Background: an optimization exercise with open tools, aiming at small area, a short achievable clock period and few clock cycles. Do not read the settings as production practice.
At most, simulation tests tie the RTL to the original design; equivalence was not proved.
The RTL of runs 1 to 4 was laid out without a check of its function.
Power figures rest on the tool's default switching activity, not on a simulated workload.

## flow/config.mk

```make
export PLATFORM = sky130hd
export DESIGN_NAME = core_top
export DESIGN_NICKNAME = core_top
export VERILOG_FILES = /design/flow/design.v
export SDC_FILE = /design/flow/constraint.sdc
export NUM_CORES = 4
export LEC_CHECK = 0
export CAP_MARGIN = 20
export CORE_MARGIN = 2
export CORE_UTILIZATION = 40
export PLACE_DENSITY = 0.6
export SETUP_SLACK_MARGIN = 2.5
export SLEW_MARGIN = 20
```

## flow/constraint.sdc

```tcl
create_clock -name core_clock -period 5.5 [get_ports {clk}]
set_input_delay 1.1000 -clock core_clock [delete_from_list [all_inputs] [get_ports {clk}]]
set_output_delay 1.1000 -clock core_clock [all_outputs]
set_load 0.01 [all_outputs]
```

## flow/design.v

```verilog
`timescale 1ns/10ps
`default_nettype none
module core_top
(
  input  logic        clk,
  input  logic        rst,
  output logic [31:0] mem_if_addr,
  output logic        mem_if_req,
  input  logic [31:0] mem_if_rdata,
  input  logic        mem_if_ack,
  output logic [31:0] mem_data_addr,
  output logic [15:0] mem_data_wdata,
  output logic        mem_data_we,
  output logic        mem_data_req,
  input  logic [15:0] mem_data_rdata,
  input  logic        mem_data_ack,
  output logic        halted,
  output logic [31:0] current_pc
);
  localparam logic [2:0] C_NOP = 3'd0, C_ALU = 3'd1, C_MOVI = 3'd2, C_LD = 3'd3,
                         C_ST = 3'd4, C_BR = 3'd5, C_HLT = 3'd6;
  function automatic logic [5:0] decode(input logic [7:0] op);
    logic [2:0] c, s;
    c = C_NOP;
    s = 3'd0;
    case (op)
      8'h01: begin c = C_ALU; s = 3'd0; end
      8'h02: begin c = C_ALU; s = 3'd1; end
      8'h03: begin c = C_ALU; s = 3'd2; end
      8'h04: begin c = C_ALU; s = 3'd3; end
      8'h05: begin c = C_ALU; s = 3'd4; end
      8'h10: begin c = C_MOVI; s = 3'd5; end
      8'h20: c = C_LD;
      8'h21: c = C_ST;
      8'h30: begin c = C_BR; s = 3'd0; end
      8'h31: begin c = C_BR; s = 3'd1; end
      8'h32: begin c = C_BR; s = 3'd2; end
      8'h33: begin c = C_BR; s = 3'd3; end
      8'hff: c = C_HLT;
      default: ;
    endcase
    decode = {c, s};
  endfunction
  function automatic logic taken(input logic [1:0] s, input logic z, input logic v);
    case (s)
      2'd0: taken = z;
      2'd1: taken = !z;
      2'd2: taken = v;
      default: taken = 1'b1;
    endcase
  endfunction
  logic [31:0] fa;         
  logic        freq;       
  logic        fstop;      
  logic        z_q, v_q;
  logic [15:0] rf [16];
  logic        halted_q;
  logic        dv;
  logic [2:0]  dcls;
  logic [2:0]  dsub;
  logic [3:0]  drd, drs1;
  logic [15:0] dimm;       
  logic        ev;
  logic [5:0]  eop;
  logic [3:0]  erd;
  logic [15:0] opa, opb;
  logic        wv;
  logic [3:0]  wrd;
  logic [15:0] wdat;
  logic        dreq, dwe;
  logic [15:0] daddr, dwdata;
  logic [3:0]  ldrd;
  logic        ack, ldp, ldw, dfree;
  assign ack   = freq && mem_if_ack;
  assign ldp   = dreq && !dwe;               
  assign ldw   = ldp && mem_data_ack;        
  assign dfree = !dreq || mem_data_ack;      
  logic [15:0] b_in, sum, res;
  logic [16:0] sum17;
  logic        is_sub, is_arith, e_alu, v_res, z_res, z_arith, ex_go;
  assign is_sub   = eop[1];
  assign is_arith = eop[0] | eop[1];
  assign e_alu    = ev && (eop[5] == 1'b0);
  assign b_in     = opb ^ {16{is_sub}};
  assign sum17    = {opa, 1'b1} + {b_in, is_sub};
  assign sum      = sum17[16:1];
  assign v_res    = is_arith && (opa[15] == b_in[15]) && (sum[15] != opa[15]);
  assign res      = ({16{is_arith}} & sum) | ({16{eop[2]}} & (opa & opb)) |
                    ({16{eop[3]}} & (opa | opb)) | ({16{eop[4]}} & (opa ^ opb)) |
                    ({16{eop[5]}} & opb);
  assign z_arith  = ((opa ^ b_in) == {opa[14:0] | b_in[14:0], is_sub});
  assign z_res    = is_arith ? z_arith : (res == 16'h0);
  assign ex_go    = ev && !ldw;
  logic z_eff, v_eff;
  assign z_eff = e_alu ? z_res : z_q;
  assign v_eff = e_alu ? v_res : v_q;
  logic [3:0]  ib;
  logic [15:0] ra, rb;
  logic        need_a, need_b, writes, haz, ex_free;
  logic        rd_alu, rd_ld, rd_st, rd_br, rd_hlt, rd_done, rd_free;
  assign ib = (dcls == C_ST) ? drd : dimm[15:12];
  assign ra = (wv && wrd == drs1) ? wdat : rf[drs1];
  assign rb = (wv && wrd == ib) ? wdat : rf[ib];
  assign need_a = (dcls == C_ALU);
  assign need_b = (dcls == C_ALU) || (dcls == C_ST);
  assign writes = (dcls == C_ALU) || (dcls == C_MOVI);
  assign haz = (need_a && ((ldp && ldrd == drs1) || (ev && erd == drs1))) ||
               (need_b && ((ldp && ldrd == ib) || (ev && erd == ib))) ||
               (writes && ldp && ldrd == drd);
  assign ex_free = !ev || ex_go;
  assign rd_alu  = dv && writes && !haz && ex_free;
  assign rd_ld   = dv && (dcls == C_LD) && dfree;
  assign rd_st   = dv && (dcls == C_ST) && !haz && dfree;
  assign rd_br   = dv && (dcls == C_BR);
  assign rd_hlt  = dv && (dcls == C_HLT) && dfree;
  assign rd_done = rd_alu || rd_ld || rd_st || rd_br;
  assign rd_free = !dv || rd_done;
  logic [31:0] nw;
  logic [2:0]  ncls, nsub;
  logic        nbr_now, nld_now, nhlt_now, nenter, nreplay, ntaken;
  assign nw = mem_if_rdata;
  assign {ncls, nsub} = decode(nw[31:24]);
  assign ntaken   = taken(nsub[1:0], z_eff, v_eff);
  assign nbr_now  = (ncls == C_BR) && (!dv || nsub[1:0] == 2'd3);
  assign nld_now  = (ncls == C_LD) && !dv && dfree;
  assign nhlt_now = (ncls == C_HLT) && !dv && dfree;
  assign nenter   = ack && (ncls != C_NOP) && !nbr_now && !nld_now && !nhlt_now;
  assign nreplay  = nenter && !rd_free;
  logic fstop_n;
  always_comb begin
    fstop_n = fstop;
    if (nenter && !nreplay && (ncls == C_BR || ncls == C_HLT)) fstop_n = 1'b1;
    if (ack && nhlt_now) fstop_n = 1'b1;
    if (rd_br) fstop_n = 1'b0;
  end
  always_ff @(posedge clk) begin
    if (rst) begin
      fa       <= 32'h0;
      freq     <= 1'b1;
      fstop    <= 1'b0;
      dv       <= 1'b0;
      ev       <= 1'b0;
      wv       <= 1'b0;
      dreq     <= 1'b0;
      z_q      <= 1'b0;
      v_q      <= 1'b0;
      halted_q <= 1'b0;
    end else begin
      fstop <= fstop_n;
      if (ack) begin
        if (nbr_now) fa <= ntaken ? {16'h0, nw[15:0]} : fa + 32'd4;
        else if (ncls != C_BR && ncls != C_HLT && !nreplay) fa <= fa + 32'd4;
      end else if (rd_br) begin
        fa <= taken(dsub[1:0], z_eff, v_eff) ? {16'h0, dimm} : fa + 32'd4;
      end
      if (freq && !mem_if_ack) freq <= 1'b1;
      else freq <= !fstop_n;
      if (rd_done) dv <= 1'b0;
      if (nenter && !nreplay) dv <= 1'b1;
      if (ex_go) ev <= 1'b0;
      if (rd_alu) begin
        ev  <= 1'b1;
        eop <= 6'b1 << dsub;
        erd <= drd;
        opa <= ra;
        opb <= (dcls == C_MOVI) ? dimm : rb;
      end
      if (ex_go && e_alu) begin
        z_q <= z_res;
        v_q <= v_res;
      end
      wv <= ldw || ev;
      if (dreq && mem_data_ack) dreq <= 1'b0;
      if ((ack && nld_now) || rd_ld || rd_st) dreq <= 1'b1;
      if (dfree) begin
        dwe    <= dv && (dcls == C_ST);
        daddr  <= dv ? dimm : nw[15:0];
        dwdata <= rb;
        ldrd   <= dv ? drd : nw[23:20];
      end
      if (rd_hlt || (ack && nhlt_now)) halted_q <= 1'b1;
    end
  end
  always_ff @(posedge clk) begin
    if (rd_free) begin
      dcls <= ncls;
      dsub <= nsub;
      drd  <= nw[23:20];
      drs1 <= nw[19:16];
      dimm <= nw[15:0];
    end
  end
  always_ff @(posedge clk) begin
    wrd  <= ldw ? ldrd : erd;
    wdat <= ldw ? mem_data_rdata : res;
  end
  always_ff @(posedge clk) begin
    if (wv) rf[wrd] <= wdat;
  end
  assign mem_if_addr    = fa;
  assign mem_if_req     = freq;
  assign mem_data_addr  = {16'h0, daddr};
  assign mem_data_wdata = dwdata;
  assign mem_data_we    = dwe;
  assign mem_data_req   = dreq;
  assign halted         = halted_q;
  assign current_pc     = fa;
endmodule
`default_nettype wire
```

## flow/run.sh

```bash
#!/bin/bash
# synth_recipe.tcl (not shown) runs the flow's synth.tcl, then flattens the netlist and writes it again
# the make line also repeats each setting of config.mk as NAME=value (left out here)
make -C /OpenROAD-flow-scripts/flow DESIGN_CONFIG=/design/flow/config.mk WORK_HOME=/design/flow/orfs CLKGATE_MAP_FILE= SYNTH_SCRIPT=/design/flow/synth_recipe.tcl finish
```

==> reports/metrics.cfg, run 1 <==
[clock_network]
cts_buffers = 47
holdBufCountCts = 0
clk_latency_ns = 0.60
htree_levels = 2
cts_sinks = 426
clock_tree.buffer_depth = 3
clk_root_buffer_cell = sky130_fd_sc_hd__clkbuf_16
worst_setup_hold_path_clk_slew_ns = 0.06
tritoncts = done

[drt]
wirelength_um = 69400
drc = 0
first_pass_iters = 5
routed_via_density = 5.84
drt.antenna.violating_nets = 0
detailroute.via_count = 15481
first_iter_violations = 1374
drt-wirelength-per-cell_um = 26.2

[synthesis]
number_of_standard_cells_after_synthesis = 1618
synth-warning-count = 1
synth_top_area_share = 0.490
synth.lib_cells_used.distinct = 75
mappedNetlistArea_um2 = 22400
synth.yosys.seq_area_share = 0.544
count_of_flip_flops_with_a_built_in_enable_after_synthesis = 365
synth_async_reset_ratio = 0
syn_area_per_cell_um2 = 13.8
synth-seq-cells = 426
synth_flop_cell = sky130_fd_sc_hd__edfxtp_1
synth.area.top_cells = sky130_fd_sc_hd__edfxtp_1 49%, sky130_fd_sc_hd__mux4_2 14%, sky130_fd_sc_hd__dfxtp_1 5.5%
yosys.area.top_type = sky130_fd_sc_hd__edfxtp_1

[sta]
timing.fmax_mhz = 271
min_period_over_period = 0.672
final_setup_slack_of_the_worst_path_ns = 1.81
setup_viol = 0
slew_headroom = 0.351
hold_viol = 0
post_route_minimum_period_ns = 3.69
final.setup_skew_ns = 0.0236
setup-tns-final_ns = 0
rsz0062_at_grt = yes
transition_time_of_the_tightest_slew_check_pin_ns = 0.968
max_slew_violation_count = 0

[floorplanning]
die-area_um2 = 57800
std_cell_rows = 86
num_io_pins = 168
die_w_um = 241
coreArea_um2 = 55200
chipHeight_um = 241
initial_utilization = 0.405

[hold_path]
worst_hold_path_type = reg2reg
hold_path_end = fstop
hold_path_startpoint = fstop
holdPathStages = 2

[place]
detailed_place_hpwl_um = 43100
place_ws_ns = 1.00
io_buffers = 151
place_congestion = 0.914

[setup_path]
regToRegSetupSlack_ns = 1.81
slowest_stage = sky130_fd_sc_hd__edfxtp_1
timing.setup.critical_path_class = reg2reg
cp.arrival_ns = 4.16
critical-path-top-cell-by-count = sky130_fd_sc_hd__buf_6
worstPathBufferInverterCount = 7
critical_path.max_fanout = 8
worstSetupStartpointType = register
worstRegToRegCells = 19
max_stage_delay_ns = 0.38
critical_path.top_delay_family = compound AO/OA/AOI/OAI gates
critical_path.startpoint = eop[1]
required_ns = 5.97
critical_path_depth = 19
regToRegStartpoint = eop[1]
worstPathCellList = buf_6 -> buf_12 -> xor2_4 -> inv_2 -> ha_4 -> a21o_4 -> a22o_1 -> a31o_4 -> o22ai_4 -> mux2i_2 -> o41ai_2 -> a211oi_2 -> buf_4 -> nor2_4 -> buf_6 -> o21ai_4 -> buf_6 -> buf_12 -> nor2_4
r2r_end = fa[24]
setup.worst_path.end_class = register

[power]
peakVddDrop_mv = 0.240
totalPowerFinal_w = 0.00756
power_per_cell_area_nw_per_um2 = 258
p_leak_nw = 9.93

[global_routing]
grtUsageTotal = 0.238
grt_start_max_net_pins = 52
grt_first_pass_wirelength_um = 101000
gr-total-overflow = 0
antenna_found_initial = 0
grt_pass1_vias = 15475

[finish]
layout.filler_cells = 4468
nets = 1980
drive_gt1_frac = 0.343
antenna-diode-count = 0
synthToLayoutAreaGrowth_pct = 31.1

[run_status]
status = no timing/DRC/antenna violations

[run]
cap_viol_max_count = 0

==> cell usage in the layout (no fill, tap or decap), drive strengths merged, types with 4 or more instances in the layout <==
cell,Yosys,layout
conb,1,16
inv,69,70
o22ai,4,4
clkdlybuf4s50,0,145
a22oi,15,15
and2,22,22
mux4,144,144
xnor2,56,56
nand2b,8,8
nor4,20,20
dlygate4sd2,0,6
a31oi,22,22
a21oi,67,67
buf,78,163
nor2,79,79
a22o,5,5
nand2,104,104
edfxtp,365,365
nand4,16,16
and3,6,6
nor2b,13,13
mux2,75,75
a21o,7,9
clkbuf,61,62
nor3,27,27
o21a,6,6
ha,64,64
o31ai,4,4
or3,6,6
a211oi,23,23
clkinv,0,22
nand3b,4,4
dfxtp,61,61
nand3,29,29
a221oi,19,19
mux2i,9,9
o21ai,34,34
o211ai,17,17
xor2,37,37
==> stage by stage <==
stage                     instances  utilization  cell area [um^2]  hold WS, ns
after floorplan                1633            -             22900        0.445
after global placement         2432        0.450             24900        0.462
after detailed placement       2432        0.450             24900        0.465
after CTS                      2628        0.520             28700        0.475
after global routing           2650        0.531             29300        0.492
final                          2650        0.531             29300        0.480
==> sequential cells by signal, summed over array words and instances, names as in the netlist, 6 cells and up <==
| register | flops |
|---|---|
| opb | 16 |
| wdat | 16 |
| fa | 32 |
| dwdata | 16 |
| eop | 6 |
| daddr | 16 |
| rf | 256 |
| opa | 16 |
| dimm | 16 |
==> synthesized netlist by cell type (15+ instances only) <==
cell,count
sky130_fd_sc_hd__edfxtp_1,365
sky130_fd_sc_hd__mux4_2,144
sky130_fd_sc_hd__nand2_1,104
sky130_fd_sc_hd__nor2_1,78
sky130_fd_sc_hd__mux2_2,75
sky130_fd_sc_hd__inv_1,69
sky130_fd_sc_hd__a21oi_1,67
sky130_fd_sc_hd__ha_1,64
sky130_fd_sc_hd__clkbuf_1,61
sky130_fd_sc_hd__dfxtp_1,61
sky130_fd_sc_hd__xnor2_1,56
sky130_fd_sc_hd__buf_4,49
sky130_fd_sc_hd__xor2_1,37
sky130_fd_sc_hd__nand3_1,29
sky130_fd_sc_hd__o21ai_0,27
sky130_fd_sc_hd__nor3_1,26
sky130_fd_sc_hd__a211oi_1,22
sky130_fd_sc_hd__a31oi_1,22
sky130_fd_sc_hd__and2_1,22
sky130_fd_sc_hd__nor4_1,20
sky130_fd_sc_hd__a221oi_1,18
sky130_fd_sc_hd__o211ai_1,17
sky130_fd_sc_hd__a22oi_1,15
sky130_fd_sc_hd__nand4_1,15
==> where the power goes <==
part	internal, W	switching, W	leakage [nW]	total [W]
logic	0.000474	0.000401	5.40	0.000875
registers	0.00353	0.0000549	3.79	0.00358
clock network	0.00179	0.00132	0.738	0.00311
total	0.00579	0.00178	9.93	0.00756
==> final cells by class <==
cell class / count / area, um^2 / share of cell area
Inverter: 69 / 259 / 0.00883
Tap cell: 748 / 936 / 0.0319
Timing Repair Buffer: 319 / 3670 / 0.125
Multi-Input combinational cell: 1001 / 10800 / 0.367
Clock buffer: 59 / 1270 / 0.0434
Sequential cell: 426 / 12200 / 0.415
Clock inverter: 28 / 239 / 0.00815
==> tightest hold or removal path, stage by stage (launching register included) <==
cell and delay (ns):
sky130_fd_sc_hd__dfxtp_1 0.30, sky130_fd_sc_hd__inv_1 0.05, sky130_fd_sc_hd__a311oi_1 0.08
==> what timing repair did <==
action,CTS,global route
buffers inserted,89,17
resized for setup,215,76
setup endpoints to repair,168,147
pin swaps,58,35
gates cloned,20,4
==> how the worst max path moves through the flow <==
stage          endpoint  slack, ns
2_1_floorplan    fa[19]       1.98
3_3_place_gp     fa[26]       1.18
3_5_place_dp     fa[29]       1.00
4_1_cts          fa[26]       1.88
5_1_grt          fa[11]       1.68
6_report         fa[24]       1.81
==> kinds of logic after synthesis <==
kind of cell    after synthesis  share of synthesized area
compound gates              247                     0.0741
xor+xnor                     93                     0.0364
fa+ha+maj                    64                     0.0358
buf+inv                     208                     0.0451
flops                       426                      0.544
mux                         228                      0.187
other cells                   1                   0.000168
simple gates                351                     0.0773
==> routing by layer <==
metal / vias up / routed length, um / GRT usage
li1: 6705 / - / -
met1: 8006 / 27800 / 0.318
met2: 661 / 34300 / 0.397
met3: 109 / 4960 / 0.0396
met4: 0 / 2330 / 0.0781
met5: - / 0 / 0
==> run 2: changes to the inputs <==
==> flow/flow/run.sh (new file) <==
#!/bin/bash
# Standard layout, with plain buffers on the ports instead of the default
# delay cells. Each step's log stays in this folder.
set -euo pipefail
export BUFFER_PORTS_ARGS="-buffer_cell sky130_fd_sc_hd__buf_2"
bash standard.sh synth > synth.log 2>&1
bash standard.sh finish > layout.log 2>&1
==> flow/standard.sh (new file) <==
#!/bin/bash
# synth_recipe.tcl (not shown) runs the flow's synth.tcl, then flattens the netlist and writes it again
# the make line also repeats each setting of config.mk as NAME=value (left out here)
make -C /OpenROAD-flow-scripts/flow DESIGN_CONFIG=/design/flow/config.mk WORK_HOME=/design/flow/orfs CLKGATE_MAP_FILE= SYNTH_SCRIPT=/design/flow/synth_recipe.tcl "${@:-finish}"
removed: flow/run.sh
==> run 2 against run 1 <==
Still clean on timing, DRC and antenna; die area unchanged; power down 5.2%; maximum frequency grew 3.4%; synthesized cell count stayed put; final cell count shrank 1.5%; sequential share of layout area rose by 2.6 points; non-clock buffer count decreased by 32; final area down 5.9%; largest power group unchanged.
==> reports/metrics.cfg, run 2 <==
[setup_path]
max_stage_delay_ns = 0.44  ; +0.06 ns
timing.setup.critical_path_class = reg2reg
critical_path.max_fanout = 7  ; -1
required_ns = 5.95  ; -0.02 ns
slowest_stage = sky130_fd_sc_hd__edfxtp_1
worstPathCellList = buf_6 -> xor2_2 -> inv_2 -> ha_4 -> a21o_1 -> a22o_1 -> a31o_2 -> o22ai_4 -> mux2i_4 -> o41ai_2 -> a211oi_2 -> buf_6 -> nor2_4 -> buf_6 -> buf_16 -> a32oi_2 -> o21ai_1
worstPathBufferInverterCount = 5  ; -2
worstSetupStartpointType = register
cp.arrival_ns = 4.02  ; -0.14 ns
setup.worst_path.end_class = register
critical_path.top_delay_family = compound AO/OA/AOI/OAI gates
critical-path-top-cell-by-count = sky130_fd_sc_hd__buf_6

[synthesis]
synth_async_reset_ratio = 0  ; unchanged
yosys.area.top_type = sky130_fd_sc_hd__edfxtp_1
synth_flop_cell = sky130_fd_sc_hd__edfxtp_1
synth-seq-cells = 426  ; unchanged
count_of_flip_flops_with_a_built_in_enable_after_synthesis = 365  ; unchanged
syn_area_per_cell_um2 = 13.8  ; unchanged
synth_most_common_cell = sky130_fd_sc_hd__edfxtp_1
mappedNetlistArea_um2 = 22400  ; unchanged
synth_top_area_share = 0.490  ; unchanged
synth-warning-count = 1  ; unchanged
number_of_standard_cells_after_synthesis = 1618  ; unchanged
synth.yosys.seq_area_share = 0.544  ; unchanged
synth_top_cells_by_count = 365 x sky130_fd_sc_hd__edfxtp_1, 144 x sky130_fd_sc_hd__mux4_2, 104 x sky130_fd_sc_hd__nand2_1
synth.area.top_cells = sky130_fd_sc_hd__edfxtp_1 49%, sky130_fd_sc_hd__mux4_2 14%, sky130_fd_sc_hd__dfxtp_1 5.5%
synth.lib_cells_used.distinct = 75  ; unchanged

[clock_network]
tritoncts = done
clk_root_buffer_cell = sky130_fd_sc_hd__clkbuf_16
worst_setup_hold_path_clk_slew_ns = 0.06  ; about the same
clk_latency_ns = 0.58  ; -0.02 ns
clock_tree.buffer_depth = 3  ; unchanged
htree_levels = 2  ; unchanged
holdBufCountCts = 0  ; unchanged
cts_sinks = 426  ; unchanged
cts_buffers = 45  ; -4.3%

[sta]
max_slew_violation_count = 0  ; unchanged
post_route_minimum_period_ns = 3.57  ; -0.123 ns
min_period_over_period = 0.649  ; -0.0224
setup-tns-final_ns = 0  ; unchanged
rsz0062_at_grt = yes
hold_viol = 0  ; unchanged
slew_headroom = 0.280  ; -0.0716
transition_time_of_the_tightest_slew_check_pin_ns = 1.07  ; +0.107 ns
timing.fmax_mhz = 280  ; +3.4%
final.setup_skew_ns = 0.0314  ; +0.00786 ns
setup_viol = 0  ; unchanged

[finish]
finalCoreUtilization = 0.500  ; -0.0313
nets = 1944  ; -1.8%
largest_reg_flops = 256  ; unchanged
reg.largest.list = rf x256, fa x32
layout_commonest_cell = sky130_fd_sc_hd__edfxtp_1
registers.top_by_ff_count = rf
layout.cells.most_common_list = 365 x sky130_fd_sc_hd__edfxtp_1, 151 x sky130_fd_sc_hd__buf_2, 144 x sky130_fd_sc_hd__mux4_2
synthToLayoutAreaGrowth_pct = 23.4
antenna-diode-count = 0  ; unchanged
drive_gt1_frac = 0.390  ; +0.0469
layout.filler_cells = 4686  ; +4.9%

[drt]
detailroute.via_count = 15037  ; -2.9%
drc = 0  ; unchanged
wirelength_um = 65200  ; -6.0%
drt-wirelength-per-cell_um = 25.0  ; -4.6%
first_pass_iters = 5  ; unchanged
drt.antenna.violating_nets = 0  ; unchanged
first_iter_violations = 1665  ; +21%
routed_via_density = 5.76  ; -1.4%

[global_routing]
grt_start_max_net_pins = 66  ; +27%
grt_first_pass_wirelength_um = 95400  ; -5.8%
grt_pass1_vias = 14991  ; -3.1%
gr-total-overflow = 0  ; unchanged
antenna_found_initial = 1  ; +1
grtUsageTotal = 0.223  ; -0.0154

[floorplanning]
initial_utilization = 0.405  ; unchanged
std_cell_rows = 86  ; unchanged
die_w_um = 241  ; unchanged
coreArea_um2 = 55200  ; unchanged
num_io_pins = 168  ; unchanged
die-area_um2 = 57800  ; unchanged
chipHeight_um = 241  ; unchanged

[power]
power_per_cell_area_nw_per_um2 = 260  ; +0.79%
totalPowerFinal_w = 0.00718  ; -5.2%
peakVddDrop_mv = 0.224  ; -6.9%
p_leak_nw = 9.68  ; -2.6%

[place]
detailed_place_hpwl_um = 41200  ; -4.3%
place_congestion = 0.923  ; +0.94%
io_buffers = 151  ; unchanged

[run]
cap_viol_max_count = 0  ; unchanged

[hold_path]
worst_hold_path_type = reg2reg

[run_status]
status = no timing/DRC/antenna violations

## run 2: cell type report
class	count	area, um^2	share of cell area
Clock buffer	67	1240	0.0449
Clock inverter	15	82.6	0.00299
Multi-Input combinational cell	999	10500	0.379
Inverter	69	259	0.00938
Tap cell	748	936	0.0339
Sequential cell	426	12200	0.441
Timing Repair Buffer	287	2440	0.0884
## run 2: timing repair
item | in CTS | in global routing
resized for setup | 139 | 77
hold endpoints to repair | 0 | 0
cloned | 8 | 3
setup endpoints to repair | 153 | 108
buffers inserted | 57 | 29
pin swaps | 42 | 27
## run 2: metrics by stage
stage / hold WS, ns / instances / area [um^2] / setup slack (ns)
floorplan: 0.445 / 1633 / 22900 / 1.98
global placement: 0.471 / 2432 / 24100 / 1.09
detailed placement: 0.477 / 2432 / 24100 / 0.983
CTS: 0.492 / 2579 / 26900 / 1.93
global route: 0.524 / 2611 / 27600 / 1.80
finish: 0.486 / 2611 / 27600 / 1.93
## run 2: cell families (layout without fill, tap and decap cells)
| kind of cell | after synthesis | in the layout | synth area share |
|---|---|---|---|
| flops | 426 | 426 | 0.544 |
| simple gates | 351 | 351 | 0.0773 |
| compound gates | 247 | 247 | 0.0741 |
| mux | 228 | 228 | 0.187 |
| buf+inv | 208 | 438 | 0.0451 |
| xor+xnor | 93 | 93 | 0.0364 |
| fa+ha+maj | 64 | 64 | 0.0358 |
| other cells | 1 | 16 | 0.000168 |
## run 2: per-layer routing
metal | track usage | share of wire | up-vias
met2 | 0.366 | 0.49 | 589
met5 | 0 | 0.00017 | -
met1 | 0.298 | 0.41 | 7715
met4 | 0.0760 | 0.030 | 2
li1 | - | - | 6625
met3 | 0.0420 | 0.068 | 106
## run 2: report_power, final
group          switching, W  internal [W]
Combinational      0.000388      0.000408
Clock               0.00125       0.00156
Sequential        0.0000496       0.00353
## run 2: final timing paths
path	startpoint	to	slack (ns)	cells after the start
worst max-delay path	eop[1]	fa[4]	1.93	17
worst min register to register	v_q	v_q	0.49	2
worst max register to register	eop[1]	fa[4]	1.93	17
worst min-delay path	v_q	v_q	0.49	2
## run 2: worst reg2reg max path, stage by stage, from the launching register on
cell and delay (ns):
sky130_fd_sc_hd__edfxtp_1 0.44, sky130_fd_sc_hd__buf_6 0.19, sky130_fd_sc_hd__xor2_2 0.17, sky130_fd_sc_hd__inv_2 0.06, sky130_fd_sc_hd__ha_4 0.24, sky130_fd_sc_hd__a21o_1 0.23
sky130_fd_sc_hd__a22o_1 0.27, sky130_fd_sc_hd__a31o_2 0.28, sky130_fd_sc_hd__o22ai_4 0.18, sky130_fd_sc_hd__mux2i_4 0.31, sky130_fd_sc_hd__o41ai_2 0.10, sky130_fd_sc_hd__a211oi_2 0.23
sky130_fd_sc_hd__buf_6 0.17, sky130_fd_sc_hd__nor2_4 0.07, sky130_fd_sc_hd__buf_6 0.13, sky130_fd_sc_hd__buf_16 0.13, sky130_fd_sc_hd__a32oi_2 0.17, sky130_fd_sc_hd__o21ai_1 0.09
==> run 3: changes to the inputs <==
--- a/flow/design.v
+++ b/flow/design.v
@@ -57,8 +57,9 @@
   logic        halted_q;
   logic        dv;
-  logic [2:0]  dcls;
+  logic        d_alu, d_movi, d_ld, d_st, d_br, d_hlt;
   logic [2:0]  dsub;
   logic [3:0]  drd, drs1;
-  logic [15:0] dimm;       
+  logic [3:0]  dib;        
+  logic [15:0] dimm;
   logic        ev;
   logic [5:0]  eop;
@@ -92,26 +93,23 @@
   assign z_res    = is_arith ? z_arith : (res == 16'h0);
   assign ex_go    = ev && !ldw;
-  logic z_eff, v_eff;
+  logic z_eff;
   assign z_eff = e_alu ? z_res : z_q;
-  assign v_eff = e_alu ? v_res : v_q;
-  logic [3:0]  ib;
   logic [15:0] ra, rb;
   logic        need_a, need_b, writes, haz, ex_free;
   logic        rd_alu, rd_ld, rd_st, rd_br, rd_hlt, rd_done, rd_free;
-  assign ib = (dcls == C_ST) ? drd : dimm[15:12];
   assign ra = (wv && wrd == drs1) ? wdat : rf[drs1];
-  assign rb = (wv && wrd == ib) ? wdat : rf[ib];
-  assign need_a = (dcls == C_ALU);
-  assign need_b = (dcls == C_ALU) || (dcls == C_ST);
-  assign writes = (dcls == C_ALU) || (dcls == C_MOVI);
+  assign rb = (wv && wrd == dib) ? wdat : rf[dib];
+  assign need_a = d_alu;
+  assign need_b = d_alu || d_st;
+  assign writes = d_alu || d_movi;
   assign haz = (need_a && ((ldp && ldrd == drs1) || (ev && erd == drs1))) ||
-               (need_b && ((ldp && ldrd == ib) || (ev && erd == ib))) ||
+               (need_b && ((ldp && ldrd == dib) || (ev && erd == dib))) ||
                (writes && ldp && ldrd == drd);
   assign ex_free = !ev || ex_go;
   assign rd_alu  = dv && writes && !haz && ex_free;
-  assign rd_ld   = dv && (dcls == C_LD) && dfree;
-  assign rd_st   = dv && (dcls == C_ST) && !haz && dfree;
-  assign rd_br   = dv && (dcls == C_BR);
-  assign rd_hlt  = dv && (dcls == C_HLT) && dfree;
+  assign rd_ld   = dv && d_ld && dfree;
+  assign rd_st   = dv && d_st && !haz && dfree;
+  assign rd_br   = dv && d_br && !(dsub[1:0] == 2'd2 && e_alu);
+  assign rd_hlt  = dv && d_hlt && dfree;
   assign rd_done = rd_alu || rd_ld || rd_st || rd_br;
   assign rd_free = !dv || rd_done;
@@ -121,6 +119,6 @@
   assign nw = mem_if_rdata;
   assign {ncls, nsub} = decode(nw[31:24]);
-  assign ntaken   = taken(nsub[1:0], z_eff, v_eff);
-  assign nbr_now  = (ncls == C_BR) && (!dv || nsub[1:0] == 2'd3);
+  assign ntaken   = taken(nsub[1:0], z_eff, v_q);
+  assign nbr_now  = (ncls == C_BR) && ((!dv && !(nsub[1:0] == 2'd2 && e_alu)) || nsub[1:0] == 2'd3);
   assign nld_now  = (ncls == C_LD) && !dv && dfree;
   assign nhlt_now = (ncls == C_HLT) && !dv && dfree;
@@ -152,5 +150,5 @@
         else if (ncls != C_BR && ncls != C_HLT && !nreplay) fa <= fa + 32'd4;
       end else if (rd_br) begin
-        fa <= taken(dsub[1:0], z_eff, v_eff) ? {16'h0, dimm} : fa + 32'd4;
+        fa <= taken(dsub[1:0], z_eff, v_q) ? {16'h0, dimm} : fa + 32'd4;
       end
       if (freq && !mem_if_ack) freq <= 1'b1;
@@ -158,12 +156,5 @@
       if (rd_done) dv <= 1'b0;
       if (nenter && !nreplay) dv <= 1'b1;
-      if (ex_go) ev <= 1'b0;
-      if (rd_alu) begin
-        ev  <= 1'b1;
-        eop <= 6'b1 << dsub;
-        erd <= drd;
-        opa <= ra;
-        opb <= (dcls == C_MOVI) ? dimm : rb;
-      end
+      if (ex_free) ev <= rd_alu;
       if (ex_go && e_alu) begin
         z_q <= z_res;
@@ -174,5 +165,5 @@
       if ((ack && nld_now) || rd_ld || rd_st) dreq <= 1'b1;
       if (dfree) begin
-        dwe    <= dv && (dcls == C_ST);
+        dwe    <= dv && d_st;
         daddr  <= dv ? dimm : nw[15:0];
         dwdata <= rb;
@@ -184,9 +175,21 @@
   always_ff @(posedge clk) begin
     if (rd_free) begin
-      dcls <= ncls;
-      dsub <= nsub;
-      drd  <= nw[23:20];
-      drs1 <= nw[19:16];
-      dimm <= nw[15:0];
+      d_alu  <= (ncls == C_ALU);
+      d_movi <= (ncls == C_MOVI);
+      d_ld   <= (ncls == C_LD);
+      d_st   <= (ncls == C_ST);
+      d_br   <= (ncls == C_BR);
+      d_hlt  <= (ncls == C_HLT);
+      dsub   <= nsub;
+      drd    <= nw[23:20];
+      drs1   <= nw[19:16];
+      dib    <= nw[29] ? nw[23:20] : nw[15:12];
+      dimm   <= nw[15:0];
+    end
+    if (ex_free) begin
+      eop <= 6'b1 << dsub;
+      erd <= drd;
+      opa <= ra;
+      opb <= d_movi ? dimm : rb;
     end
   end
==> flow/run.sh (new file) <==
#!/bin/bash
# synth_recipe.tcl (not shown) runs the flow's synth.tcl, then flattens the netlist and writes it again
# the make line also repeats each setting of config.mk as NAME=value (left out here)
make -C /OpenROAD-flow-scripts/flow DESIGN_CONFIG=/design/flow/config.mk WORK_HOME=/design/flow/orfs CLKGATE_MAP_FILE= SYNTH_SCRIPT=/design/flow/synth_recipe.tcl finish
removed: flow/flow/run.sh
removed: flow/standard.sh
==> run 3 against run 2 <==
Still clean; utilization shrank 0.97 points; final cell count shrank 4.0%; power grew 27%; die area grew 0.84%; clock power grew 11%; via count shrank 4.5%; sequential share of layout area grew 1.3 points; count of clock-buffer cells in the layout shrank 4; maximum frequency shrank 2.7%; global-route usage shrank 0.70 points; critical path type unchanged; largest cell class unchanged; highest routed layer is now met4.
==> reports/metrics.cfg, run 3 <==
[sta]
post_route_minimum_period_ns = 3.67  ; +0.0979 ns
min_period_over_period = 0.667  ; +0.0178
transition_time_of_the_tightest_slew_check_pin_ns = 1.03  ; -0.0428 ns
final_setup_slack_of_the_worst_path_ns = 1.83  ; -0.0979 ns
final.setup_skew_ns = 0.0484  ; +0.0170 ns
max_slew_violation_count = 0  ; unchanged
setup_viol = 0  ; unchanged
slew_headroom = 0.312  ; +0.0324
setup-tns-final_ns = 0  ; unchanged
timing.fmax_mhz = 273  ; -2.7%
hold_viol = 0  ; unchanged
rsz0062_at_grt = yes

[clock_network]
worst_setup_hold_path_clk_slew_ns = 0.06  ; about the same
cts_buffers = 48  ; +6.7%
htree_levels = 2  ; unchanged
cts_sinks = 437  ; +2.6%
tritoncts = done
clk_root_buffer_cell = sky130_fd_sc_hd__clkbuf_16
clock_tree.buffer_depth = 3  ; unchanged
clk_latency_ns = 0.61  ; +0.03 ns

[setup_path]
cp.arrival_ns = 4.20  ; +0.18 ns
worstRegToRegCells = 18  ; +1
r2r_end = fa[18]
timing.setup.critical_path_class = reg2reg
required_ns = 6.04  ; +0.09 ns
worstSetupStartpointType = register
setup.worst_path.end_class = register
regToRegStartpoint = eop[1]
regToRegSetupSlack_ns = 1.83  ; -0.10 ns
critical_path.max_fanout = 8  ; +1

[finish]
synthToLayoutAreaGrowth_pct = 21.8
registers.top_by_ff_count = rf
drive_gt1_frac = 0.313  ; -0.0771
reg.largest.list = rf x256, fa x32
layout_commonest_cell = sky130_fd_sc_hd__edfxtp_1
layout.filler_cells = 4800  ; +2.4%
postLayoutCellArea_um2 = 27500  ; -0.41%
layout.cells.most_common_list = 372 x sky130_fd_sc_hd__edfxtp_1, 160 x sky130_fd_sc_hd__mux4_2, 146 x sky130_fd_sc_hd__clkdlybuf4s50_1
finish.cell_count_without_fillers = 2506  ; -4.0%
largest_reg_flops = 256  ; unchanged
antenna-diode-count = 0  ; unchanged
nets = 1827  ; -6.0%

[synthesis]
synth_async_reset_ratio = 0  ; unchanged
synth-seq-cells = 437  ; +2.6%
synth.yosys.seq_area_share = 0.553  ; +0.00824
synth.lib_cells_used.distinct = 81  ; +8.0%
number_of_standard_cells_after_synthesis = 1540  ; -4.8%
mappedNetlistArea_um2 = 22600  ; +0.86%
synth_most_common_cell = sky130_fd_sc_hd__edfxtp_1
synth_top_cells_by_count = 372 x sky130_fd_sc_hd__edfxtp_1, 160 x sky130_fd_sc_hd__mux4_2, 84 x sky130_fd_sc_hd__nand2_1
yosys.area.top_type = sky130_fd_sc_hd__edfxtp_1
synth_flop_cell = sky130_fd_sc_hd__edfxtp_1
synth.area.top_cells = sky130_fd_sc_hd__edfxtp_1 50%, sky130_fd_sc_hd__mux4_2 16%, sky130_fd_sc_hd__dfxtp_1 5.8%
count_of_flip_flops_with_a_built_in_enable_after_synthesis = 372  ; +1.9%
syn_area_per_cell_um2 = 14.7  ; +6.0%
synth_top_area_share = 0.495  ; +0.00516
synth-warning-count = 1  ; unchanged

[run]
cap_viol_max_count = 0  ; unchanged

[place]
total_placed_cells_including_tap_cells = 2363  ; -2.8%
detailed_place_hpwl_um = 40800  ; -1.2%
place_ws_ns = 0.837  ; -0.146 ns
io_buffers = 151  ; unchanged
detailed_place.area_um2 = 24800  ; +2.9%
place_congestion = 0.885  ; -4.1%

[drt]
drc = 0  ; unchanged
first_iter_violations = 1358  ; -18%
detailroute.via_count = 14355  ; -4.5%
first_pass_iters = 6  ; +1
routed_via_density = 5.73  ; -0.54%
wirelength_um = 63800  ; -2.3%
drt-wirelength-per-cell_um = 25.4  ; +1.8%
drt.antenna.violating_nets = 0  ; unchanged

[power]
p_leak_nw = 9.33  ; -3.6%
peakVddDrop_mv = 0.194  ; -13%
power_per_cell_area_nw_per_um2 = 331  ; +27%

[floorplanning]
initial_utilization = 0.403  ; -0.00280
coreArea_um2 = 56100  ; +1.6%
die-area_um2 = 58300  ; +0.84%
chipHeight_um = 242  ; +0.42%
std_cell_rows = 87  ; +1.2%
die_w_um = 242  ; +0.42%
num_io_pins = 168  ; unchanged

[hold_path]
holdPathStages = 2  ; unchanged
hold_path_startpoint = fstop
worst_hold_path_type = reg2reg
hold_path_end = fstop

[global_routing]
antenna_found_initial = 1  ; unchanged
grt_pass1_vias = 14479  ; -3.4%
gr-total-overflow = 0  ; unchanged
grtUsageTotal = 0.216  ; -0.00703
grt_start_max_net_pins = 68  ; +3.0%
grt_first_pass_wirelength_um = 94700  ; -0.66%

[run_status]
status = no timing/DRC/antenna violations

run 3: cell types whose count changed after synthesis, moves of 15 or more:
cell                       change
sky130_fd_sc_hd__clkbuf_1     -20
sky130_fd_sc_hd__a211oi_1     -18
sky130_fd_sc_hd__xnor2_1      -30
sky130_fd_sc_hd__nor2_1       -17
sky130_fd_sc_hd__mux4_2       +16
sky130_fd_sc_hd__nand2_1      -20
sky130_fd_sc_hd__xor2_1       +16
sky130_fd_sc_hd__or3_1        +15
sky130_fd_sc_hd__and2_1       -16
run 3: area by class of cell:
| type | count | area, um^2 | area share |
|---|---|---|---|
| inverter | 65 | 244 | 0.00888 |
| clock buffer | 63 | 1280 | 0.0467 |
| clock inverter | 26 | 228 | 0.00828 |
| multi-input combinational | 919 | 9890 | 0.360 |
| sequential | 437 | 12500 | 0.454 |
| timing repair buffer | 240 | 2410 | 0.0878 |
| tap | 756 | 946 | 0.0344 |
run 3: logic make-up after synthesis:
kind of cell / synth area share
DFF: 0.553
and+or+nand+nor: 0.0685
muxes: 0.198
AOI/OAI and AO/OA: 0.0691
buffers and inverters: 0.0454
xor gates and xnor gates: 0.0307
adders and majority gates: 0.0355
other: 0.000166
run 3: power breakdown:
group | leakage [nW] | switching, W | internal [W] | total, W
combinational | 4.53 | 0.000762 | 0.000738 | 0.00150
sequential | 4.06 | 0.000435 | 0.00405 | 0.00448
clock | 0.736 | 0.00136 | 0.00175 | 0.00312
run 3: metal layers:
layer	track usage	share of wire	vias up	routed length, um
met5	0	0	-	0
met4	0.0756	0.033	0	2110
met3	0.0362	0.061	107	3880
met2	0.362	0.49	529	31400
met1	0.285	0.41	7396	26300
li1	-	-	6323	-
run 3: how the worst max path moves through the flow:
stage / start / end / slack (ns)
floorplan: eop[1] / fa[16] / 2.11
global placement: mem_if_rdata[29] / fa[22] / 0.97
detailed placement: mem_if_rdata[29] / fa[22] / 0.84
CTS: eop[1] / fa[6] / 1.86
global route: eop[1] / fa[6] / 1.66
finish: eop[1] / fa[18] / 1.83
run 3: per-stage QoR:
step           power (W)   util  hold slack [ns]
5_1_grt          0.00947  0.490            0.510
4_1_cts          0.00906  0.484            0.480
3_3_place_gp     0.00576  0.442            0.464
6_report         0.00910  0.490            0.481
3_5_place_dp     0.00579  0.442            0.460
2_1_floorplan    0.00523      -            0.432
run 3: repair_timing:
| action | CTS | global route |
|---|---|---|
| resized for setup | 84 | 46 |
| pin swaps | 43 | 29 |
| setup endpoints to repair | 73 | 58 |
| cloned | 5 | 0 |
| setup buffers | 33 | 16 |
| hold buffers | 0 | 0 |
run 3: critical path: stages, from the launching register on:
cell and delay (ns):
sky130_fd_sc_hd__edfxtp_1 0.50, sky130_fd_sc_hd__buf_6 0.18, sky130_fd_sc_hd__buf_16 0.13, sky130_fd_sc_hd__xor2_2 0.18
sky130_fd_sc_hd__inv_2 0.07, sky130_fd_sc_hd__ha_4 0.28, sky130_fd_sc_hd__xor2_2 0.16, sky130_fd_sc_hd__nand4_1 0.15
sky130_fd_sc_hd__nor4_4 0.41, sky130_fd_sc_hd__nand3_2 0.17, sky130_fd_sc_hd__nand2_4 0.13, sky130_fd_sc_hd__buf_4 0.12
sky130_fd_sc_hd__o21a_4 0.14, sky130_fd_sc_hd__nor3_4 0.05, sky130_fd_sc_hd__buf_6 0.15, sky130_fd_sc_hd__buf_12 0.13
sky130_fd_sc_hd__or3_4 0.37, sky130_fd_sc_hd__buf_12 0.16, sky130_fd_sc_hd__a21oi_2 0.10
==> run 4: changes to the inputs <==
==> flow/flow/run.sh (new file) <==
#!/bin/bash
# Standard layout, with plain buffers on the ports instead of the default
# delay cells. Each step's log stays in this folder.
set -euo pipefail
export BUFFER_PORTS_ARGS="-buffer_cell sky130_fd_sc_hd__buf_2"
bash standard.sh synth > synth.log 2>&1
bash standard.sh finish > layout.log 2>&1
==> flow/standard.sh (new file) <==
#!/bin/bash
# synth_recipe.tcl (not shown) runs the flow's synth.tcl, then flattens the netlist and writes it again
# the make line also repeats each setting of config.mk as NAME=value (left out here)
make -C /OpenROAD-flow-scripts/flow DESIGN_CONFIG=/design/flow/config.mk WORK_HOME=/design/flow/orfs CLKGATE_MAP_FILE= SYNTH_SCRIPT=/design/flow/synth_recipe.tcl "${@:-finish}"
removed: flow/run.sh
==> run 4 against run 3 <==
Still clean on timing, DRC and antenna; via count fell by 0.81%; clock skew fell by 0.025 ns; combinational power fell by 5%; synthesized cell count did not move; critical endpoint is now fa[28].
==> reports/metrics.cfg, run 4 <==
[sta]
post_route_minimum_period_ns = 3.44  ; -0.231 ns
min_period_over_period = 0.625  ; -0.0419
setup-tns-final_ns = 0  ; unchanged
final_setup_slack_of_the_worst_path_ns = 2.06  ; +0.231 ns
timing.fmax_mhz = 291  ; +6.7%
max_slew_violation_count = 0  ; unchanged
transition_time_of_the_tightest_slew_check_pin_ns = 1.01  ; -0.0179 ns
setup_viol = 0  ; unchanged
rsz0062_at_grt = yes
hold_viol = 0  ; unchanged
slew_headroom = 0.324  ; +0.0119
final.setup_skew_ns = 0.0234  ; -0.0250 ns

[drt]
drt.antenna.violating_nets = 0  ; unchanged
routed_via_density = 5.67  ; -0.97%
first_iter_violations = 1245  ; -8.3%
detailroute.via_count = 14239  ; -0.81%
drt-wirelength-per-cell_um = 24.5  ; -3.7%
first_pass_iters = 5  ; -1
wirelength_um = 61500  ; -3.5%
drc = 0  ; unchanged

[hold_path]
worst_hold_path_type = reg2reg

[finish]
regArea_um2 = 12500  ; about the same
layout.filler_cells = 4784  ; -0.33%
reg.largest.list = rf x256, fa x32
registers.top_by_ff_count = rf
synthToLayoutAreaGrowth_pct = 18.7
layout.cells.most_common_list = 372 x sky130_fd_sc_hd__edfxtp_1, 160 x sky130_fd_sc_hd__mux4_2, 151 x sky130_fd_sc_hd__buf_2
drive_gt1_frac = 0.403  ; +0.0902
largest_reg_flops = 256  ; unchanged
layout_commonest_cell = sky130_fd_sc_hd__edfxtp_1
nets = 1831  ; +0.22%
multi_input_comb_area_um2 = 9920  ; +0.29%

[clock_network]
tritoncts = done
worst_setup_hold_path_clk_slew_ns = 0.06  ; about the same
cts_sinks = 437  ; unchanged
htree_levels = 2  ; unchanged
clk_root_buffer_cell = sky130_fd_sc_hd__clkbuf_16
clk_latency_ns = 0.61  ; about the same
cts_buffers = 48  ; unchanged
clock_tree.buffer_depth = 3  ; unchanged

[synthesis]
synth_async_reset_ratio = 0  ; unchanged
synth.yosys.seq_area_share = 0.553  ; unchanged
syn_area_per_cell_um2 = 14.7  ; unchanged
synth-seq-cells = 437  ; unchanged
synth_most_common_cell = sky130_fd_sc_hd__edfxtp_1
yosys.area.top_type = sky130_fd_sc_hd__edfxtp_1
synth_top_area_share = 0.495  ; unchanged
synth_top_cells_by_count = 372 x sky130_fd_sc_hd__edfxtp_1, 160 x sky130_fd_sc_hd__mux4_2, 84 x sky130_fd_sc_hd__nand2_1
synth-warning-count = 1  ; unchanged
mappedNetlistArea_um2 = 22600  ; unchanged
count_of_flip_flops_with_a_built_in_enable_after_synthesis = 372  ; unchanged
number_of_standard_cells_after_synthesis = 1540  ; unchanged
synth.area.top_cells = sky130_fd_sc_hd__edfxtp_1 50%, sky130_fd_sc_hd__mux4_2 16%, sky130_fd_sc_hd__dfxtp_1 5.8%
synth_flop_cell = sky130_fd_sc_hd__edfxtp_1
synth.lib_cells_used.distinct = 81  ; unchanged

[setup_path]
required_ns = 6.04  ; about the same
slowest_stage = sky130_fd_sc_hd__edfxtp_1
max_stage_delay_ns = 0.51  ; about the same
critical_path.max_fanout = 8  ; unchanged
timing.setup.critical_path_class = reg2reg
setup.worst_path.end_class = register
cp.arrival_ns = 3.97  ; -0.23 ns
worstSetupStartpointType = register
worstPathCellList = inv_1 -> ha_1 -> a22oi_1 -> o211ai_1 -> nor4_2 -> and4_4 -> and2_2 -> o21a_1 -> nor3_4 -> buf_12 -> or3_4 -> buf_6 -> a21oi_2

[power]
peakVddDrop_mv = 0.254  ; +31%
power_per_cell_area_nw_per_um2 = 343  ; +3.7%
totalPowerFinal_w = 0.00920  ; +1.1%
p_leak_nw = 9.49  ; +1.8%

[floorplanning]
coreArea_um2 = 56100  ; unchanged
initial_utilization = 0.403  ; unchanged
std_cell_rows = 87  ; unchanged
die-area_um2 = 58300  ; unchanged
die_w_um = 242  ; unchanged
chipHeight_um = 242  ; unchanged
num_io_pins = 168  ; unchanged

[global_routing]
grt_first_pass_wirelength_um = 91700  ; -3.2%
grt_pass1_vias = 14542  ; +0.44%
grtUsageTotal = 0.209  ; -0.00743
grt_start_max_net_pins = 63  ; -7.4%
antenna_found_initial = 1  ; unchanged
gr-total-overflow = 0  ; unchanged

[place]
place_ws_ns = 1.02  ; +0.182 ns
io_buffers = 151  ; unchanged
detailed_place_hpwl_um = 39600  ; -2.8%
place_congestion = 0.896  ; +1.2%

[run_status]
status = no timing/DRC/antenna violations

[run]
cap_viol_max_count = 0  ; unchanged

## run 4: cell counts after synthesis
Identical to the previous run, type by type.
## run 4: cells by family (layout without fill, tap and decap cells)
| group | count (synthesis) | count (layout) | synth area share |
|---|---|---|---|
| XOR/XNOR | 79 | 79 | 0.0307 |
| other | 1 | 17 | 0.000166 |
| buffers and inverters | 200 | 396 | 0.0454 |
| AND/OR/NAND/NOR | 307 | 308 | 0.0685 |
| AO/OA/AOI/OAI | 215 | 216 | 0.0691 |
| multiplexers | 237 | 237 | 0.198 |
| adder cells (fa/ha/maj) | 64 | 64 | 0.0355 |
| flip-flops | 437 | 437 | 0.553 |
## run 4: worst paths after layout
| check | startpoint | to | slack (ns) | depth (start not counted) |
|---|---|---|---|---|
| worst max register to register | opb[3] | fa[28] | 2.06 | 13 |
| worst max-delay path | opb[3] | fa[28] | 2.06 | 13 |
| worst min register to register | fstop | fstop | 0.47 | 2 |
| worst min-delay path | fstop | fstop | 0.47 | 2 |
## run 4: report_power, final
part | switching (W) | total [W] | internal [W]
Sequential | 0.000450 | 0.00450 | 0.00405
Clock | 0.00137 | 0.00328 | 0.00191
Combinational | 0.000730 | 0.00142 | 0.000691
Total | 0.00255 | 0.00920 | 0.00665
## run 4: layer usage
layer  up-vias  part of all wire  global-route usage
li1       6330                 -                   -
met1      7302              0.41               0.273
met2       514              0.49               0.345
met3        93             0.060              0.0370
met4         0             0.038              0.0829
met5         -                 0                   0
## run 4: per-stage QoR
step | util | instance area [um^2] | instances | hold slack (ns)
6_report | 0.478 | 26800 | 2510 | 0.472
5_1_grt | 0.478 | 26800 | 2510 | 0.508
4_1_cts | 0.470 | 26400 | 2484 | 0.476
3_5_place_dp | 0.429 | 24000 | 2363 | 0.458
3_3_place_gp | 0.429 | 24000 | 2363 | 0.457
2_1_floorplan | - | 22800 | 1555 | 0.432
## run 4: worst max-delay path, delay by kind of cell (launching register included)
kind / cells / cell delay [ns]
AND/OR/NAND/NOR: 5 / 1.52
AO/OA/AOI/OAI: 4 / 0.66
flip-flops: 1 / 0.51
buffers and inverters: 3 / 0.43
adder cells (fa/ha/maj): 1 / 0.27
## run 4: final cells by class
type,instances,share of cell area
sequential,437,0.466
multi-input combinational,920,0.370
timing repair buffer,243,0.0597
clock buffer,65,0.0487
tap,756,0.0353
clock inverter,23,0.0110
inverter,65,0.00911
antenna,1,0.0000934
## run 4: what timing repair did
action | CTS | global route
pin swaps | 45 | 31
setup endpoints to repair | 60 | 90
setup buffers | 31 | 24
gates cloned | 2 | 1
hold buffers | 0 | 0
resized for setup | 78 | 51
==> run 5: changes to the inputs <==
--- a/flow/design.v
+++ b/flow/design.v
@@ -30,5 +30,5 @@
       8'h04: begin c = C_ALU; s = 3'd3; end
       8'h05: begin c = C_ALU; s = 3'd4; end
-      8'h10: begin c = C_MOVI; s = 3'd5; end
+      8'h10: c = C_MOVI;
       8'h20: c = C_LD;
       8'h21: c = C_ST;
@@ -57,5 +57,5 @@
   logic        halted_q;
   logic        dv;
-  logic        d_alu, d_movi, d_ld, d_st, d_br, d_hlt;
+  logic        d_alu, d_sub, d_movi, d_ld, d_st, d_br, d_hlt;
   logic [2:0]  dsub;
   logic [3:0]  drd, drs1;
@@ -64,4 +64,5 @@
   logic        ev;
   logic [5:0]  eop;
+  logic        ecin;       
   logic [3:0]  erd;
   logic [15:0] opa, opb;
@@ -77,27 +78,33 @@
   assign ldw   = ldp && mem_data_ack;        
   assign dfree = !dreq || mem_data_ack;      
-  logic [15:0] b_in, sum, res;
+  logic [15:0] sum, lres, res;
   logic [16:0] sum17;
-  logic        is_sub, is_arith, e_alu, v_res, z_res, z_arith, ex_go;
-  assign is_sub   = eop[1];
-  assign is_arith = eop[0] | eop[1];
-  assign e_alu    = ev && (eop[5] == 1'b0);
-  assign b_in     = opb ^ {16{is_sub}};
-  assign sum17    = {opa, 1'b1} + {b_in, is_sub};
-  assign sum      = sum17[16:1];
-  assign v_res    = is_arith && (opa[15] == b_in[15]) && (sum[15] != opa[15]);
-  assign res      = ({16{is_arith}} & sum) | ({16{eop[2]}} & (opa & opb)) |
-                    ({16{eop[3]}} & (opa | opb)) | ({16{eop[4]}} & (opa ^ opb)) |
-                    ({16{eop[5]}} & opb);
-  assign z_arith  = ((opa ^ b_in) == {opa[14:0] | b_in[14:0], is_sub});
-  assign z_res    = is_arith ? z_arith : (res == 16'h0);
-  assign ex_go    = ev && !ldw;
-  logic z_eff;
-  assign z_eff = e_alu ? z_res : z_q;
+  logic        e_alu, v_res, z_res, z_arith, z_logic, park, ex_free;
+  assign e_alu   = ev && (eop[3:0] != 4'b0);
+  assign sum17   = {opa, 1'b1} + {opb, ecin};
+  assign sum     = sum17[16:1];
+  assign lres    = ({16{eop[1]}} & (opa & opb)) | ({16{eop[2]}} & (opa | opb)) |
+                   ({16{eop[3]}} & (opa ^ opb));
+  assign res     = ({16{eop[0]}} & sum) | lres | ({16{eop[4]}} & opb) | ({16{eop[5]}} & opa);
+  assign v_res   = eop[0] && (opa[15] == opb[15]) && (sum[15] != opa[15]);
+  assign z_arith = ((opa ^ opb) == {opa[14:0] | opb[14:0], ecin});
+  assign z_logic = (lres == 16'h0);
+  assign z_res   = eop[0] ? z_arith : z_logic;
+  assign park    = ev && ldw;
+  assign ex_free = !park;
   logic [15:0] ra, rb;
-  logic        need_a, need_b, writes, haz, ex_free;
+  logic        fa_hit, fb_hit;
+  logic        need_a, need_b, writes, haz;
   logic        rd_alu, rd_ld, rd_st, rd_br, rd_hlt, rd_done, rd_free;
-  assign ra = (wv && wrd == drs1) ? wdat : rf[drs1];
-  assign rb = (wv && wrd == dib) ? wdat : rf[dib];
+  assign fa_hit = wv && (wrd == drs1);
+  assign fb_hit = wv && (wrd == dib);
+  always_comb begin
+    ra = fa_hit ? wdat : 16'h0;
+    rb = fb_hit ? wdat : 16'h0;
+    for (int i = 0; i < 16; i++) begin
+      ra = ra | ((!fa_hit && drs1 == 4'(i)) ? rf[i] : 16'h0);
+      rb = rb | ((!fb_hit && dib == 4'(i)) ? rf[i] : 16'h0);
+    end
+  end
   assign need_a = d_alu;
   assign need_b = d_alu || d_st;
@@ -106,9 +113,8 @@
                (need_b && ((ldp && ldrd == dib) || (ev && erd == dib))) ||
                (writes && ldp && ldrd == drd);
-  assign ex_free = !ev || ex_go;
   assign rd_alu  = dv && writes && !haz && ex_free;
   assign rd_ld   = dv && d_ld && dfree;
   assign rd_st   = dv && d_st && !haz && dfree;
-  assign rd_br   = dv && d_br && !(dsub[1:0] == 2'd2 && e_alu);
+  assign rd_br   = dv && d_br && !e_alu;
   assign rd_hlt  = dv && d_hlt && dfree;
   assign rd_done = rd_alu || rd_ld || rd_st || rd_br;
@@ -119,6 +125,6 @@
   assign nw = mem_if_rdata;
   assign {ncls, nsub} = decode(nw[31:24]);
-  assign ntaken   = taken(nsub[1:0], z_eff, v_q);
-  assign nbr_now  = (ncls == C_BR) && ((!dv && !(nsub[1:0] == 2'd2 && e_alu)) || nsub[1:0] == 2'd3);
+  assign ntaken   = taken(nsub[1:0], z_q, v_q);
+  assign nbr_now  = (ncls == C_BR) && ((!dv && !e_alu) || nsub[1:0] == 2'd3);
   assign nld_now  = (ncls == C_LD) && !dv && dfree;
   assign nhlt_now = (ncls == C_HLT) && !dv && dfree;
@@ -150,5 +156,5 @@
         else if (ncls != C_BR && ncls != C_HLT && !nreplay) fa <= fa + 32'd4;
       end else if (rd_br) begin
-        fa <= taken(dsub[1:0], z_eff, v_q) ? {16'h0, dimm} : fa + 32'd4;
+        fa <= taken(dsub[1:0], z_q, v_q) ? {16'h0, dimm} : fa + 32'd4;
       end
       if (freq && !mem_if_ack) freq <= 1'b1;
@@ -157,5 +163,5 @@
       if (nenter && !nreplay) dv <= 1'b1;
       if (ex_free) ev <= rd_alu;
-      if (ex_go && e_alu) begin
+      if (e_alu) begin
         z_q <= z_res;
         v_q <= v_res;
@@ -176,4 +182,5 @@
     if (rd_free) begin
       d_alu  <= (ncls == C_ALU);
+      d_sub  <= (ncls == C_ALU) && (nsub == 3'd1);
       d_movi <= (ncls == C_MOVI);
       d_ld   <= (ncls == C_LD);
@@ -187,12 +194,13 @@
       dimm   <= nw[15:0];
     end
-    if (ex_free) begin
-      eop <= 6'b1 << dsub;
-      erd <= drd;
-      opa <= ra;
-      opb <= d_movi ? dimm : rb;
-    end
-  end
-  always_ff @(posedge clk) begin
+    if (ex_free) erd <= drd;
+    eop  <= !ex_free ? 6'b100000 :
+            d_movi   ? 6'b010000 :
+            (dsub == 3'd2) ? 6'b000010 :
+            (dsub == 3'd3) ? 6'b000100 :
+            (dsub == 3'd4) ? 6'b001000 : 6'b000001;
+    ecin <= d_sub;
+    opa  <= ex_free ? ra : res;
+    opb  <= d_movi ? dimm : (d_sub ? ~rb : rb);
     wrd  <= ldw ? ldrd : erd;
     wdat <= ldw ? mem_data_rdata : res;
--- a/flow/config.mk
+++ b/flow/config.mk
@@ -9,5 +9,7 @@
 export CORE_MARGIN = 2
 export CORE_UTILIZATION = 40
+export CTS_CLUSTER_DIAMETER = 80
+export CTS_CLUSTER_SIZE = 22
 export PLACE_DENSITY = 0.6
-export SETUP_SLACK_MARGIN = 2.5
+export SETUP_SLACK_MARGIN = 2.2
 export SLEW_MARGIN = 20
==> run 5 against run 4 <==
Critical path depth is 6 lower; sequential cell count fell by 2; sequential power decreased by 2%; combinational power is 3% higher; final area is 8.4% lower; first-iteration DRC count grew 120%.
==> reports/metrics.cfg, run 5 <==
[finish]
finish.cell_count_without_fillers = 2718  ; +8.3%
synthToLayoutAreaGrowth_pct = 12.2
layout.cells.most_common_list = 335 x sky130_fd_sc_hd__edfxtp_1, 151 x sky130_fd_sc_hd__buf_2, 128 x sky130_fd_sc_hd__a22oi_1
antenna-diode-count = 0  ; -1
reg.largest.list = rf x256, fa x32
layout_commonest_cell = sky130_fd_sc_hd__edfxtp_1
finalCoreUtilization = 0.455  ; -0.0227
largest_reg_flops = 256  ; unchanged
nets = 2089  ; +14%
drive_gt1_frac = 0.196  ; -0.207
registers.top_by_ff_count = rf

[synthesis]
synth_async_reset_ratio = 0  ; unchanged
synth-warning-count = 1  ; unchanged
count_of_flip_flops_with_a_built_in_enable_after_synthesis = 335  ; -9.9%
synth_flop_cell = sky130_fd_sc_hd__edfxtp_1
synth_most_common_cell = sky130_fd_sc_hd__edfxtp_1
synth.yosys.seq_area_share = 0.551  ; -0.00150
synth.lib_cells_used.distinct = 87  ; +7.4%
synth-seq-cells = 435  ; -0.46%
number_of_standard_cells_after_synthesis = 1900  ; +23%
yosys.area.top_type = sky130_fd_sc_hd__edfxtp_1
synth.area.top_cells = sky130_fd_sc_hd__edfxtp_1 46%, sky130_fd_sc_hd__dfxtp_1 9.1%, sky130_fd_sc_hd__a22oi_1 4.4%
synth_top_cells_by_count = 335 x sky130_fd_sc_hd__edfxtp_1, 128 x sky130_fd_sc_hd__a22oi_1, 100 x sky130_fd_sc_hd__dfxtp_1
mappedNetlistArea_um2 = 21900  ; -3.0%
syn_area_per_cell_um2 = 11.5  ; -21%
synth_top_area_share = 0.460  ; -0.0353

[floorplanning]
num_io_pins = 168  ; unchanged
std_cell_rows = 85  ; -2.3%
die_w_um = 238  ; -1.5%
die-area_um2 = 56600  ; -3.0%
initial_utilization = 0.406  ; +0.00330
chipHeight_um = 238  ; -1.5%
coreArea_um2 = 53900  ; -3.8%

[sta]
fin_hold_ws_ns = 0.517  ; +0.0447 ns
rsz0062_at_grt = no
slew_headroom = 0.157  ; -0.168
hold_viol = 0  ; unchanged
transition_time_of_the_tightest_slew_check_pin_ns = 1.26  ; +0.247 ns
max_slew_violation_count = 0  ; unchanged
timing.fmax_mhz = 303  ; +4.3%
setup_viol = 0  ; unchanged
min_period_over_period = 0.599  ; -0.0257
final.setup_skew_ns = 0.0256  ; +0.00214 ns
post_route_minimum_period_ns = 3.30  ; -0.141 ns
setup-tns-final_ns = 0  ; unchanged

[clock_network]
tritoncts = done
clk_root_buffer_cell = sky130_fd_sc_hd__clkbuf_16
htree_levels = 1  ; -1
cts_sinks = 435  ; -0.46%
clock_tree.buffer_depth = 3  ; unchanged
clk_latency_ns = 0.60  ; about the same
cts_buffers = 25  ; -48%
worst_setup_hold_path_clk_slew_ns = 0.10  ; +0.04 ns

[place]
place_congestion = 0.952  ; +6.3%
io_buffers = 151  ; unchanged
detailed_place_hpwl_um = 53500  ; +35%
total_placed_cells_including_tap_cells = 2659  ; +13%

[drt]
detailroute.via_count = 17852  ; +25%
first_iter_violations = 2705  ; +120%
first_pass_iters = 10  ; +5
drc = 0  ; unchanged
routed_via_density = 6.57  ; +16%
drt-wirelength-per-cell_um = 29.1  ; +19%
drt.antenna.violating_nets = 0  ; unchanged
wirelength_um = 79100  ; +29%

[setup_path]
critical_path.max_fanout = 20  ; +12
worstRegToRegCells = 7  ; -6
critical_path.startpoint = drs1[1]
worstSetupStartpointType = register
setup.worst_path.end_class = register
cp.arrival_ns = 3.74  ; -0.23 ns
timing.setup.critical_path_class = reg2reg
regToRegStartpoint = drs1[1]
required_ns = 5.95  ; -0.09 ns

[power]
p_leak_nw = 8.58  ; -9.6%
totalPowerFinal_w = 0.00799  ; -13%
peakVddDrop_mv = 0.239  ; -5.7%
power_per_cell_area_nw_per_um2 = 326  ; -5.2%

[global_routing]
gr-total-overflow = 0  ; unchanged
grt_pass1_vias = 16717  ; +15%
grt_first_pass_wirelength_um = 114000  ; +24%
grt_start_max_net_pins = 40  ; -37%
grtUsageTotal = 0.271  ; +0.0628
antenna_found_initial = 1  ; unchanged

[hold_path]
worst_hold_path_type = reg2reg
holdPathStages = 2  ; unchanged
hold_path_startpoint = halted_q

[run]
cap_viol_max_count = 0  ; unchanged

[run_status]
status = no timing/DRC/antenna violations

[run 5: cell type report]
class                   count  area [um^2]
clock buffers              40          723
well taps                 696          871
flip-flops and latches    435        12100
repair buffers            233         1400
fillers                  4872        29400
multi-input cells        1241         9150
clock inverters             6         87.6
inverters                  67          251
[run 5: cell families (layout without fill, tap and decap cells)]
logic type,after synthesis,in the layout,share of synthesized area
fa+ha+maj,34,34,0.0198
mux,49,49,0.0244
flops,435,435,0.551
simple gates,463,463,0.115
other cells,1,16,0.000171
buf+inv,239,346,0.0527
compound gates,611,611,0.209
xor+xnor,68,68,0.0272
[run 5: path summary, 6_finish.rpt]
| path | to | slack [ns] |
|---|---|---|
| worst min register to register | halted_q | 0.52 |
| worst min-delay path | halted_q | 0.52 |
| worst max register to register | opa[0] | 2.20 |
| worst max-delay path | opa[0] | 2.20 |
[run 5: metrics by stage]
stage / worst slack [ns] / area (um^2)
6_report: 2.20 / 24500
3_5_place_dp: 1.43 / 23500
5_1_grt: 2.20 / 24500
3_3_place_gp: 1.57 / 23400
2_1_floorplan: 2.21 / 21900
4_1_cts: 2.17 / 24400
[run 5: worst max-delay path: stages (launching register included)]
cell	delay (ns)
sky130_fd_sc_hd__edfxtp_1	0.54
sky130_fd_sc_hd__xnor2_1	0.17
sky130_fd_sc_hd__and2_1	0.16
sky130_fd_sc_hd__buf_4	0.25
sky130_fd_sc_hd__a211oi_4	1.08
sky130_fd_sc_hd__a221oi_1	0.18
sky130_fd_sc_hd__and3_1	0.27
sky130_fd_sc_hd__a31oi_1	0.48
[run 5: repair_timing]
action / 4_1_cts / 5_1_grt
gates resized for setup: 11 / 27
buffers inserted: 7 / 6
hold buffers: 0 / 0
setup endpoints to repair: 61 / 55
cloned: 0 / 0
pin swaps: 4 / 5
[run 5: layer usage]
layer  share of wire  global-route usage
met5               0                   0
met1            0.39               0.362
met2            0.45               0.437
met3            0.11              0.0501
met4           0.048               0.110
[run 5: power breakdown]
part | internal [W] | switching, W
logic | 0.000543 | 0.000919
clock network | 0.000973 | 0.00114
registers | 0.00400 | 0.000420
Testbench counts of run 5, summed over its fixed seeds: cycles 112,029.

-- what the ideal ports hide --
Ports are ideal in the flow. The routed layouts listed here were re-timed in OpenROAD.
Step 1 (the two cells are an assumption about what drives the block):
set clk [get_ports {clk}]
set_driving_cell -lib_cell sky130_fd_sc_hd__clkbuf_16 $clk
set_driving_cell -lib_cell sky130_fd_sc_hd__buf_2 [delete_from_list [all_inputs] $clk]
Step 2, shift: input delay + t, output delay - t, t = (earliest + latest rising clock arrival at the registers) / 2. This alone moves slack from input paths to output paths.
a / b / c = ideal / step 1 / step 2; a / b = the first two.
run	shift t [ns]	setup WS [ns]	clock arrival spread, ns	worst data-port slew with drivers (ns)	pins driven straight from the clock port
run 1	0.645	1.807 / 1.807 / 1.260	0.024 / 0.024	0.06	1
run 2	0.622	1.930 / 1.930 / 1.564	0.032 / 0.032	0.06	1
run 3	0.647	1.832 / 1.832 / 1.217	0.049 / 0.049	0.08	1
run 4	0.653	2.062 / 2.062 / 1.561	0.024 / 0.025	0.11	1
run 5	0.651	2.204 / 2.204 / 1.711	0.029 / 0.030	0.05	1
After both steps every run listed still meets setup and hold. The setup slack of run 3, which loses most, moves by 0.000 ns with the drivers and by -0.615 ns with both steps.
